What follows belongs to an exercise in optimizing a design on an open flow for small area and a short achievable clock period; a production flow would make more cautious choices.
In this exercise RTL edits were held to simulation tests only and were not proved equivalent to the original.
Power is estimated from default activity; no workload was simulated.

==> flow/design.v <==
`timescale 1ns/100ps
package mem_gate_pkg;
  typedef enum logic [1:0] {
    SEG_CODE  = 2'd0,
    SEG_DATA  = 2'd1,
    SEG_STACK = 2'd2
  } seg_e;
  typedef enum logic [1:0] {
    ERR_OKAY    = 2'd0,
    ERR_PROTERR = 2'd1      
  } err_e;
  typedef enum logic [1:0] {
    TBL_NOP   = 2'd0,
    TBL_WRITE = 2'd1,
    TBL_READ  = 2'd2
  } tbl_op_e;
  typedef enum logic [2:0] {
    LK_NONE   = 3'd0,
    LK_REQ    = 3'd1,
    LK_SWEEP  = 3'd2,
    LK_TBL_WR = 3'd3,
    LK_TBL_RD = 3'd4
  } lookup_e;
  typedef struct packed {
    logic                 code;    
    logic [23-1:0] key;
    logic [8-1:0]  pl;
    logic                 refd;    
    logic [27-1:0] cnt;
  } page_entry_t;
endpackage
`timescale 1ns/100ps
module page_table_ram
(
  input  logic                  clk,
  input  logic [6-1:0] rd_idx_i,     
  input  logic                  wr_en_i,      
  input  logic [6-1:0] wr_idx_i,
  input  mem_gate_pkg::page_entry_t           wr_entry_i,
  output mem_gate_pkg::page_entry_t           rd_entry_o    
);
  logic [23+8+27+1:0] mem [0:64-1];    
  logic bypass;    
  always_ff @(posedge clk) begin
    if (wr_en_i)
      mem[wr_idx_i] <= wr_entry_i;
  end
  assign bypass = wr_en_i && (wr_idx_i == rd_idx_i);
  always_ff @(posedge clk) begin
    if (bypass)
      rd_entry_o <= wr_entry_i;
    else
      rd_entry_o <= mem[rd_idx_i];
  end
endmodule
`timescale 1ns/100ps
module page_table_regs
(
  input  logic                  clk,
  input  logic                  rst,
  input  logic                  age_i,         
  input  logic                  req_valid_i,
  input  logic [6-1:0] req_page_i,
  input  mem_gate_pkg::tbl_op_e               tbl_op_i,
  input  logic [6-1:0] tbl_idx_i,
  input  logic                  tbl_code_i,
  input  logic [23-1:0]  tbl_key_i,
  input  logic [8-1:0]   tbl_pl_i,
  output logic [6-1:0] rd_idx_o,      
  output mem_gate_pkg::lookup_e               lk_kind_o,     
  output logic [6-1:0] lk_idx_o,      
  output mem_gate_pkg::page_entry_t           lk_new_o,      
  input  mem_gate_pkg::page_entry_t           rd_entry_i,    
  output logic                  tbl_rvalid_o,
  output logic                  tbl_code_o,
  output logic [23-1:0]  tbl_key_o,
  output logic [8-1:0]   tbl_pl_o,
  output logic                  tbl_ref_o,
  output logic [27-1:0]  tbl_cnt_o
);
  logic [6:0] sweep_ptr;    
  logic                sweep_run;
  mem_gate_pkg::lookup_e             kind_nxt;
  assign sweep_run = (sweep_ptr < (6+1)'(64));
  always_comb begin
    kind_nxt = mem_gate_pkg::LK_NONE;
    rd_idx_o = sweep_ptr[6-1:0];    
    case (tbl_op_i)
      mem_gate_pkg::TBL_WRITE: begin
        kind_nxt = mem_gate_pkg::LK_TBL_WR;
        rd_idx_o = tbl_idx_i;
      end
      mem_gate_pkg::TBL_READ: begin
        kind_nxt = mem_gate_pkg::LK_TBL_RD;
        rd_idx_o = tbl_idx_i;
      end
      default: begin
        if (req_valid_i) begin
          kind_nxt = mem_gate_pkg::LK_REQ;
          rd_idx_o = req_page_i;
        end else if (sweep_run) begin
          kind_nxt = mem_gate_pkg::LK_SWEEP;               
        end
      end
    endcase
  end
  always_ff @(posedge clk) begin
    if (rst)
      sweep_ptr <= (6+1)'(64);
    else if (age_i)
      sweep_ptr <= '0;
    else if (kind_nxt == mem_gate_pkg::LK_SWEEP)
      sweep_ptr <= sweep_ptr + 1'b1;
  end
  always_ff @(posedge clk) begin
    if (rst)
      lk_kind_o <= mem_gate_pkg::LK_NONE;
    else
      lk_kind_o <= kind_nxt;
  end
  always_ff @(posedge clk) begin
    lk_idx_o <= rd_idx_o;
    if (tbl_op_i == mem_gate_pkg::TBL_WRITE)
      lk_new_o <= {tbl_code_i, tbl_key_i, tbl_pl_i, 1'b0, {27{1'b0}}};    
  end
  always_ff @(posedge clk) begin
    if (rst)
      tbl_rvalid_o <= 1'b0;
    else
      tbl_rvalid_o <= (lk_kind_o == mem_gate_pkg::LK_TBL_RD);
  end
  always_ff @(posedge clk) begin
    if (lk_kind_o == mem_gate_pkg::LK_TBL_RD) begin
      tbl_code_o <= rd_entry_i.code;
      tbl_key_o  <= rd_entry_i.key;
      tbl_pl_o   <= rd_entry_i.pl;
      tbl_ref_o  <= rd_entry_i.refd;
      tbl_cnt_o  <= rd_entry_i.cnt;
    end
  end
endmodule
`timescale 1ns/100ps
module access_checker
(
  input  logic                  clk,
  input  logic                  rst,
  input  logic                  req_valid_i,
  input  logic [32-1:0] req_adr_i,
  input  logic                  req_we_i,
  input  logic [8-1:0]   req_pl_i,
  input  logic [23-1:0]  req_key_i,
  input  mem_gate_pkg::seg_e                  req_seg_i,
  input  logic [8-1:0]  req_tid_i,
  input  logic [32-1:0] req_dat_i,
  input  mem_gate_pkg::lookup_e               lk_kind_i,
  input  logic [6-1:0] lk_idx_i,
  input  mem_gate_pkg::page_entry_t           lk_new_i,
  input  mem_gate_pkg::page_entry_t           rd_entry_i,
  output logic                  wr_en_o,
  output logic [6-1:0] wr_idx_o,
  output mem_gate_pkg::page_entry_t           wr_entry_o,
  output logic                  fwd_valid_o,
  output logic [32-1:0] fwd_adr_o,
  output logic                  fwd_we_o,
  output logic [8-1:0]  fwd_tid_o,
  output logic [32-1:0] fwd_dat_o,
  output logic                  err_valid_o,
  output logic [8-1:0]  err_tid_o,
  output logic [32-1:0] err_adr_o,
  output mem_gate_pkg::err_e                  err_code_o
);
  logic [32-1:0] s1_adr;
  logic                  s1_we;
  logic [8-1:0]   s1_pl;
  logic [23-1:0]  s1_key;
  mem_gate_pkg::seg_e                  s1_seg;
  logic [8-1:0]  s1_tid;
  logic [32-1:0] s1_dat;
  logic                  s1_req;      
  logic                  key_ok;
  logic                  pl_open;     
  logic                  priv_ok;
  logic                  pass;
  logic [27-1:0]  cnt_inc;     
  always_ff @(posedge clk) begin
    if (req_valid_i) begin
      s1_adr <= req_adr_i;
      s1_we  <= req_we_i;
      s1_pl  <= req_pl_i;
      s1_key <= req_key_i;
      s1_seg <= req_seg_i;
      s1_tid <= req_tid_i;
      s1_dat <= req_dat_i;
    end
  end
  assign s1_req = (lk_kind_i == mem_gate_pkg::LK_REQ);
  assign key_ok  = (s1_key == rd_entry_i.key);
  assign pl_open = (rd_entry_i.pl == '0);
  always_comb begin
    if (rd_entry_i.code)    
      priv_ok = (pl_open || rd_entry_i.pl == s1_pl) && (s1_seg == mem_gate_pkg::SEG_CODE);
    else                    
      priv_ok = (pl_open || rd_entry_i.pl <= s1_pl) && (s1_seg != mem_gate_pkg::SEG_CODE);
  end
  assign pass = key_ok && priv_ok;
  assign cnt_inc = (&rd_entry_i.cnt) ? rd_entry_i.cnt : rd_entry_i.cnt + 1'b1;
  always_comb begin
    wr_en_o    = 1'b0;
    wr_entry_o = rd_entry_i;
    case (lk_kind_i)
      mem_gate_pkg::LK_REQ: begin                      
        wr_en_o         = 1'b1;
        wr_entry_o.refd = 1'b1;
        wr_entry_o.cnt  = cnt_inc;
      end
      mem_gate_pkg::LK_SWEEP: begin
        wr_en_o        = 1'b1;
        wr_entry_o.cnt = rd_entry_i.cnt >> 1;    
      end
      mem_gate_pkg::LK_TBL_WR: begin
        wr_en_o    = 1'b1;
        wr_entry_o = lk_new_i;           
      end
      default: ;
    endcase
  end
  assign wr_idx_o = lk_idx_i;
  always_ff @(posedge clk) begin
    if (rst) begin
      fwd_valid_o <= 1'b0;
      err_valid_o <= 1'b0;
    end else begin
      fwd_valid_o <= s1_req && pass;
      err_valid_o <= s1_req && !pass;
    end
  end
  always_ff @(posedge clk) begin
    if (s1_req) begin
      fwd_adr_o  <= s1_adr;
      fwd_we_o   <= s1_we;
      fwd_tid_o  <= s1_tid;
      fwd_dat_o  <= s1_dat;
      err_tid_o  <= s1_tid;
      err_adr_o  <= s1_adr;
      err_code_o <= pass ? mem_gate_pkg::ERR_OKAY : mem_gate_pkg::ERR_PROTERR;
    end
  end
endmodule
`timescale 1ns/100ps
module mem_gate
(
  input  logic                  clk,
  input  logic                  rst,
  input  logic                  age_i,
  input  logic                  req_valid_i,
  input  logic [32-1:0] req_adr_i,
  input  logic                  req_we_i,
  input  logic [8-1:0]   req_pl_i,
  input  logic [23-1:0]  req_key_i,
  input  logic [1:0]            req_seg_i,     
  input  logic [8-1:0]  req_tid_i,
  input  logic [32-1:0] req_dat_i,
  input  logic [1:0]            tbl_op_i,      
  input  logic [6-1:0] tbl_idx_i,
  input  logic                  tbl_code_i,
  input  logic [23-1:0]  tbl_key_i,
  input  logic [8-1:0]   tbl_pl_i,
  output logic                  tbl_rvalid_o,
  output logic                  tbl_code_o,
  output logic [23-1:0]  tbl_key_o,
  output logic [8-1:0]   tbl_pl_o,
  output logic                  tbl_ref_o,
  output logic [27-1:0]  tbl_cnt_o,
  output logic                  fwd_valid_o,
  output logic [32-1:0] fwd_adr_o,
  output logic                  fwd_we_o,
  output logic [8-1:0]  fwd_tid_o,
  output logic [32-1:0] fwd_dat_o,
  output logic                  err_valid_o,
  output logic [8-1:0]  err_tid_o,
  output logic [32-1:0] err_adr_o,
  output logic [1:0]            err_code_o     
);
  logic [6-1:0] rd_idx;
  mem_gate_pkg::lookup_e               lk_kind;
  logic [6-1:0] lk_idx;
  mem_gate_pkg::page_entry_t           lk_new;
  mem_gate_pkg::page_entry_t           rd_entry;    
  logic                  wr_en;
  logic [6-1:0] wr_idx;
  mem_gate_pkg::page_entry_t           wr_entry;
  page_table_ram u_ram (
    .clk        (clk),
    .rd_idx_i   (rd_idx),
    .wr_en_i    (wr_en),
    .wr_idx_i   (wr_idx),
    .wr_entry_i (wr_entry),
    .rd_entry_o (rd_entry)
  );
  page_table_regs u_regs (
    .clk          (clk),
    .rst          (rst),
    .age_i        (age_i),
    .req_valid_i  (req_valid_i),
    .req_page_i   (req_adr_i[16 +: 6]),    
    .tbl_op_i     (tbl_op_i),
    .tbl_idx_i    (tbl_idx_i),
    .tbl_code_i   (tbl_code_i),
    .tbl_key_i    (tbl_key_i),
    .tbl_pl_i     (tbl_pl_i),
    .rd_idx_o     (rd_idx),
    .lk_kind_o    (lk_kind),
    .lk_idx_o     (lk_idx),
    .lk_new_o     (lk_new),
    .rd_entry_i   (rd_entry),
    .tbl_rvalid_o (tbl_rvalid_o),
    .tbl_code_o   (tbl_code_o),
    .tbl_key_o    (tbl_key_o),
    .tbl_pl_o     (tbl_pl_o),
    .tbl_ref_o    (tbl_ref_o),
    .tbl_cnt_o    (tbl_cnt_o)
  );
  access_checker u_chk (
    .clk         (clk),
    .rst         (rst),
    .req_valid_i (req_valid_i),
    .req_adr_i   (req_adr_i),
    .req_we_i    (req_we_i),
    .req_pl_i    (req_pl_i),
    .req_key_i   (req_key_i),
    .req_seg_i   (req_seg_i),
    .req_tid_i   (req_tid_i),
    .req_dat_i   (req_dat_i),
    .lk_kind_i   (lk_kind),
    .lk_idx_i    (lk_idx),
    .lk_new_i    (lk_new),
    .rd_entry_i  (rd_entry),
    .wr_en_o     (wr_en),
    .wr_idx_o    (wr_idx),
    .wr_entry_o  (wr_entry),
    .fwd_valid_o (fwd_valid_o),
    .fwd_adr_o   (fwd_adr_o),
    .fwd_we_o    (fwd_we_o),
    .fwd_tid_o   (fwd_tid_o),
    .fwd_dat_o   (fwd_dat_o),
    .err_valid_o (err_valid_o),
    .err_tid_o   (err_tid_o),
    .err_adr_o   (err_adr_o),
    .err_code_o  (err_code_o)
  );
endmodule
==> flow/run.sh <==
#!/bin/bash
# synth_recipe.tcl (not shown) runs the flow's synth.tcl, then flattens the netlist and writes it again
# the make line also repeats each setting of config.mk as NAME=value (left out here)
make -C /OpenROAD-flow-scripts/flow DESIGN_CONFIG=/design/flow/config.mk WORK_HOME=/design/flow/orfs CLKGATE_MAP_FILE= SYNTH_SCRIPT=/design/flow/synth_recipe.tcl finish
==> flow/config.mk <==
export PLATFORM = sky130hd
export DESIGN_NAME = mem_gate
export DESIGN_NICKNAME = mem_gate
export VERILOG_FILES = /design/flow/design.v
export SDC_FILE = /design/flow/constraint.sdc
export NUM_CORES = 4
export LEC_CHECK = 0
export CAP_MARGIN = 20
export CORE_MARGIN = 2
export CORE_UTILIZATION = 30
export PLACE_DENSITY = 0.5
export SLEW_MARGIN = 20
==> flow/constraint.sdc <==
create_clock -name core_clock -period 6.5 [get_ports {clk}]
set_input_delay 1.3000 -clock core_clock [delete_from_list [all_inputs] [get_ports {clk}]]
set_output_delay 1.3000 -clock core_clock [all_outputs]
set_load 0.01 [all_outputs]
==> flow_metrics.py <==
metrics = {
    "clocking": {
        "cts_resized": 0,
        "worstSkewPairLatency_ns": 1.07,
        "cts.sinks": 4131,
        "post_cts_buffers": 0,
        "clk_transition_reported_paths_ns": 0.06,
        "cts_root_buf": "clkbuf_16",
        "cts_tree": "done",
        "cts_buffer_depth": 4,
        "htree_levels": 5,
        "cts_buffers": 424,
        "cts_hold_buffers": 0,
    },
    "min_path": {
        "min_path_cells": 0,
        "hold_start": "u_chk.s1_dat[17]",
        "min_to": "u_chk.fwd_dat_o[17]",
        "worstHoldPathType": "flop to flop",
    },
    "global_route": {
        "use_met2": 0.368,
        "grt_max_degree": 93,
        "grt_usage": 0.229,
        "antenna_found_initial": 30,
        "grt-ovfl-total": 0,
        "top_usage_layer": "met2",
        "global_route.usage.met1": 0.308,
        "grt_pass1_vias": 90452,
        "grt.met3_usage": 0.0418,
        "grt_pass1_wl_um": 843000,
    },
    "synth": {
        "synth_area_um2": 160000,
        "synth-seq-area-share": 0.776,
        "synthXorXnorAreaFrac": 0.00209,
        "synth_edf_count": 4112,
        "synthAdderAreaFrac": 0.000941,
        "yosys.area_share.simple": 0.0255,
        "synth.area.mux_share": 0.0955,
        "syn_nets": 8504,
        "syn_area_per_cell_um2": 19.1,
        "ys_types": 94,
        "synth-main-ff-cell": "edfxtp_1",
        "syn_inst": 8342,
        "async_flop_share": 0,
        "synth-seq-cells": 4131,
        "synth_compound_area_frac": 0.0767,
        "ys_warn_count": 3,
        "synth_top_family_by_area": "multiplexers",
    },
    "timing": {
        "min_period_over_period": 0.930,
        "skew_ns": 0.0833,
        "max_slew_margin": 0.177,
        "min_period_ns": 6.05,
        "fin_setup_tns_ns": 0,
        "clock.fmax_mhz": 165,
        "rsz0062_at_grt": "no",
        "setup_violations": 0,
        "drv_slew": 0,
        "tightest_slew_ns": 1.23,
        "finalHoldViolCount": 0,
        "whs_ns": 0.404,
        "setup_ws_ns": 0.452,
    },
    "run": {
        "maxCapViolCount": 0,
    },
    "power": {
        "p_leak_nw": 59.6,
        "p_sw_frac": 0.274,
        "ir_drop_mv": 0.226,
        "pwr-share-seq": 0.482,
        "p_clk_frac": 0.363,
        "comb_power_share": 0.156,
        "p_sw_w": 0.0185,
        "total_power_w": 0.0675,
        "power_density_nw_per_um2": 358,
        "p_int_w": 0.0490,
    },
    "finish": {
        "area_growth_pct": 18.2,
        "fin_nets": 9158,
        "fillCellCount": 49040,
        "drive_gt1_frac": 0.206,
    },
    "detailed_routing": {
        "ant_nets": 0,
        "vias": 95320,
        "dr.pass1.iters": 7,
        "drc_errors": 0,
        "drtIter0Drc": 16288,
        "wirelength_um": 641000,
        "wl_per_cell_um": 39.2,
        "viasPerCell": 5.83,
    },
    "critical_path": {
        "rr_endpoint": "u_chk.err_code_o[0]",
        "worstPathMaxFanout": 57,
        "crit_required_ns": 7.26,
        "endpoint_kind": "flop",
        "r2r_slack_ns": 0.45,
        "ff2ff_path_depth": 19,
        "crit_type": "flop to flop",
        "r2r-start": "u_regs.lk_idx_o[0]",
        "arrival_ns": 6.81,
        "start_kind": "flop",
    },
    "status": {
        "status": "complete, no violations",
    },
    "die": {
        "initial_core_util": 0.301,
        "row_count": 267,
        "ios": 328,
        "die-area_um2": 538000,
        "dieWidth_um": 733,
        "core_area_um2": 529000,
        "die_y_um": 733,
    },
    "placement": {
        "place_congestion": 0.850,
        "io_buffers": 326,
        "dp_hpwl_um": 348000,
        "pre_cts_slack_ns": 0.526,
    },
}
==> registers in the layout, indices dropped and copies added, names as in the netlist, 2 cells and up <==
name              count
u_regs.sweep_ptr      7
u_regs.tbl_cnt_o     27
u_chk.fwd_tid_o       8
u_regs.lk_kind_o      3
u_chk.s1_seg          2
u_chk.s1_pl           8
u_chk.s1_tid          8
u_regs.tbl_pl_o       8
u_chk.s1_adr         32
u_regs.lk_idx_o       6
u_regs.tbl_key_o     23
u_chk.fwd_adr_o      32
u_regs.lk_new_o      32
u_chk.fwd_dat_o      32
u_chk.s1_dat         32
u_ram.mem          3840
u_chk.s1_key         23
==> routing by layer <==
layer  up-vias  wire, um
met5         -        41
met2      6577    299000
met3      1240     64400
met4         6     29300
li1      35997         -
met1     51500    248000
==> worst max-delay path by stage <==
stage	startpoint	to	slack (ns)	cells past startpoint
final	u_regs.lk_idx_o[0]	u_chk.err_code_o[0]	0.45	19
after CTS	u_regs.lk_idx_o[0]	u_chk.err_code_o[0]	0.56	19
after floorplan	u_regs.lk_idx_o[2]	u_ram.mem[0][7]	-0.19	18
after global placement	u_regs.lk_idx_o[0]	u_chk.err_code_o[0]	0.11	19
after detailed placement	u_regs.lk_idx_o[0]	u_chk.err_code_o[0]	0.53	19
after global routing	u_regs.lk_idx_o[0]	u_chk.err_code_o[0]	0.34	19
==> layout make-up <==
cell class | instances | area [um^2] | area share
Clock inverter | 267 | 2640 | 0.0140
Timing Repair Buffer | 838 | 8850 | 0.0470
Sequential cell | 4131 | 124000 | 0.657
Antenna cell | 18 | 45.0 | 0.000239
Clock buffer | 503 | 11100 | 0.0586
Multi-Input combinational cell | 3568 | 33100 | 0.176
Inverter | 33 | 149 | 0.000790
Tap cell | 6994 | 8750 | 0.0464
==> power groups by stage <==
stage | logic (W) | clock network, W | registers [W]
2_1_floorplan | 0.00520 | 0 | 0.0331
3_3_place_gp | 0.00998 | 0 | 0.0330
3_5_place_dp | 0.0102 | 0 | 0.0331
4_1_cts | 0.0102 | 0.0247 | 0.0325
5_1_grt | 0.0108 | 0.0257 | 0.0325
6_report | 0.0105 | 0.0245 | 0.0325
==> synth_stat cells, drive strengths merged (17+ instances only) <==
| cell | n | area, um^2 |
|---|---|---|
| o22a | 49 | 429 |
| a221oi | 346 | 3030 |
| nand4 | 35 | 219 |
| a211oi | 25 | 188 |
| a21oi | 175 | 876 |
| and3b | 28 | 245 |
| inv | 33 | 124 |
| a222oi | 20 | 200 |
| edfxtp | 4112 | 123000 |
| o211ai | 25 | 188 |
| mux2 | 348 | 3920 |
| mux4 | 307 | 6940 |
| nand2b | 53 | 332 |
| buf | 431 | 2840 |
| nor2b | 18 | 113 |
| nand2 | 277 | 1040 |
| nand3 | 38 | 190 |
| nor4 | 17 | 106 |
| and3 | 23 | 144 |
| o2bb2ai | 53 | 464 |
| clkbuf | 179 | 672 |
| o21ai | 133 | 666 |
| mux2i | 436 | 4360 |
| nor2 | 192 | 721 |
| xor2 | 21 | 184 |
| a31oi | 23 | 159 |
| a22oi | 329 | 2470 |
| nand3b | 27 | 203 |
| o221ai | 35 | 307 |
| a22o | 51 | 447 |
| a221o | 96 | 961 |
| xnor2 | 17 | 149 |
| dfxtp | 19 | 380 |
| o22ai | 158 | 988 |
==> cell families (layout without fill, tap and decap cells) <==
family	count (synthesis)	count (layout)
and+or+nand+nor	810	810
adders and majority gates	12	12
AOI/OAI and AO/OA	1616	1616
xor gates and xnor gates	38	38
buffers and inverters	643	1641
muxes	1091	1091
DFF	4131	4131
other	1	19
==> stage by stage <==
| stage | std cells | instance area, um^2 | utilization |
|---|---|---|---|
| 2_1_floorplan | 8342 | 160000 | - |
| 3_3_place_gp | 15560 | 175000 | 0.330 |
| 3_5_place_dp | 15563 | 175000 | 0.330 |
| 4_1_cts | 16333 | 188000 | 0.356 |
| 5_1_grt | 16341 | 188000 | 0.356 |
| 6_report | 16352 | 189000 | 0.356 |
==> cells in the final DEF (no fill, tap or decap), types with 94 or more instances in the layout <==
| cell type | Yosys | routed |
|---|---|---|
| mux4_2 | 299 | 299 |
| buf_12 | 5 | 133 |
| a22oi_1 | 329 | 329 |
| a221oi_1 | 346 | 346 |
| clkbuf_16 | 0 | 429 |
| a21oi_1 | 175 | 167 |
| o22ai_1 | 158 | 156 |
| edfxtp_1 | 4112 | 4112 |
| o21ai_0 | 129 | 123 |
| buf_4 | 119 | 375 |
| mux2_2 | 332 | 314 |
| mux2i_1 | 436 | 436 |
| clkdlybuf4s50_1 | 0 | 325 |
| a221o_1 | 96 | 94 |
| nor2_1 | 192 | 122 |
| clkinv_1 | 0 | 103 |
| nand2_1 | 277 | 273 |
==> critical path, stage by stage, from the launching register on <==
cell,delay (ns)
dfxtp_4,0.71
buf_12,0.41
mux4_2,0.59
nand2_1,0.08
o21ai_0,0.11
o21a_1,0.23
nor4_2,0.82
buf_4,0.28
inv_1,0.07
ha_1,0.32
nor2b_1,0.15
o21a_1,0.16
o21a_1,0.16
o21a_1,0.17
o21ai_0,0.25
a21oi_1,0.12
a211oi_1,0.22
o21bai_1,0.15
a2111oi_4,0.52
inv_1,0.08

## afterwards: timing with drivers on the ports
The flow's constraints put no driver on any port. The routed layout listed below was extracted and timed again, unchanged, in two steps.
Step 1 (the two cells are an assumption about what drives the block):
set clk [get_ports {clk}]
set_driving_cell -lib_cell sky130_fd_sc_hd__clkbuf_16 $clk
set_driving_cell -lib_cell sky130_fd_sc_hd__buf_2 [delete_from_list [all_inputs] $clk]
Step 2 adds t to the input delays and takes it off the output delays; t is the mean of the earliest and latest rising clock arrival at the registers after step 1. Input paths then give back, and output paths get back, about the clock's delay inside the block.
Three values: ideal, step 1, step 2; two values: the first two.
t, ns: 1.147
slack for setup (ns): 0.452 / 0.452 / 0.452
slew at the worst register clock pin (ns): 0.07 / 0.07
worst data-port slew with drivers (ns): 0.08
pins driven straight from the clock port: 1
After both steps this run still meets setup and hold. The setup slack of this run moves by 0.000 ns with the drivers and by 0.000 ns with both steps.
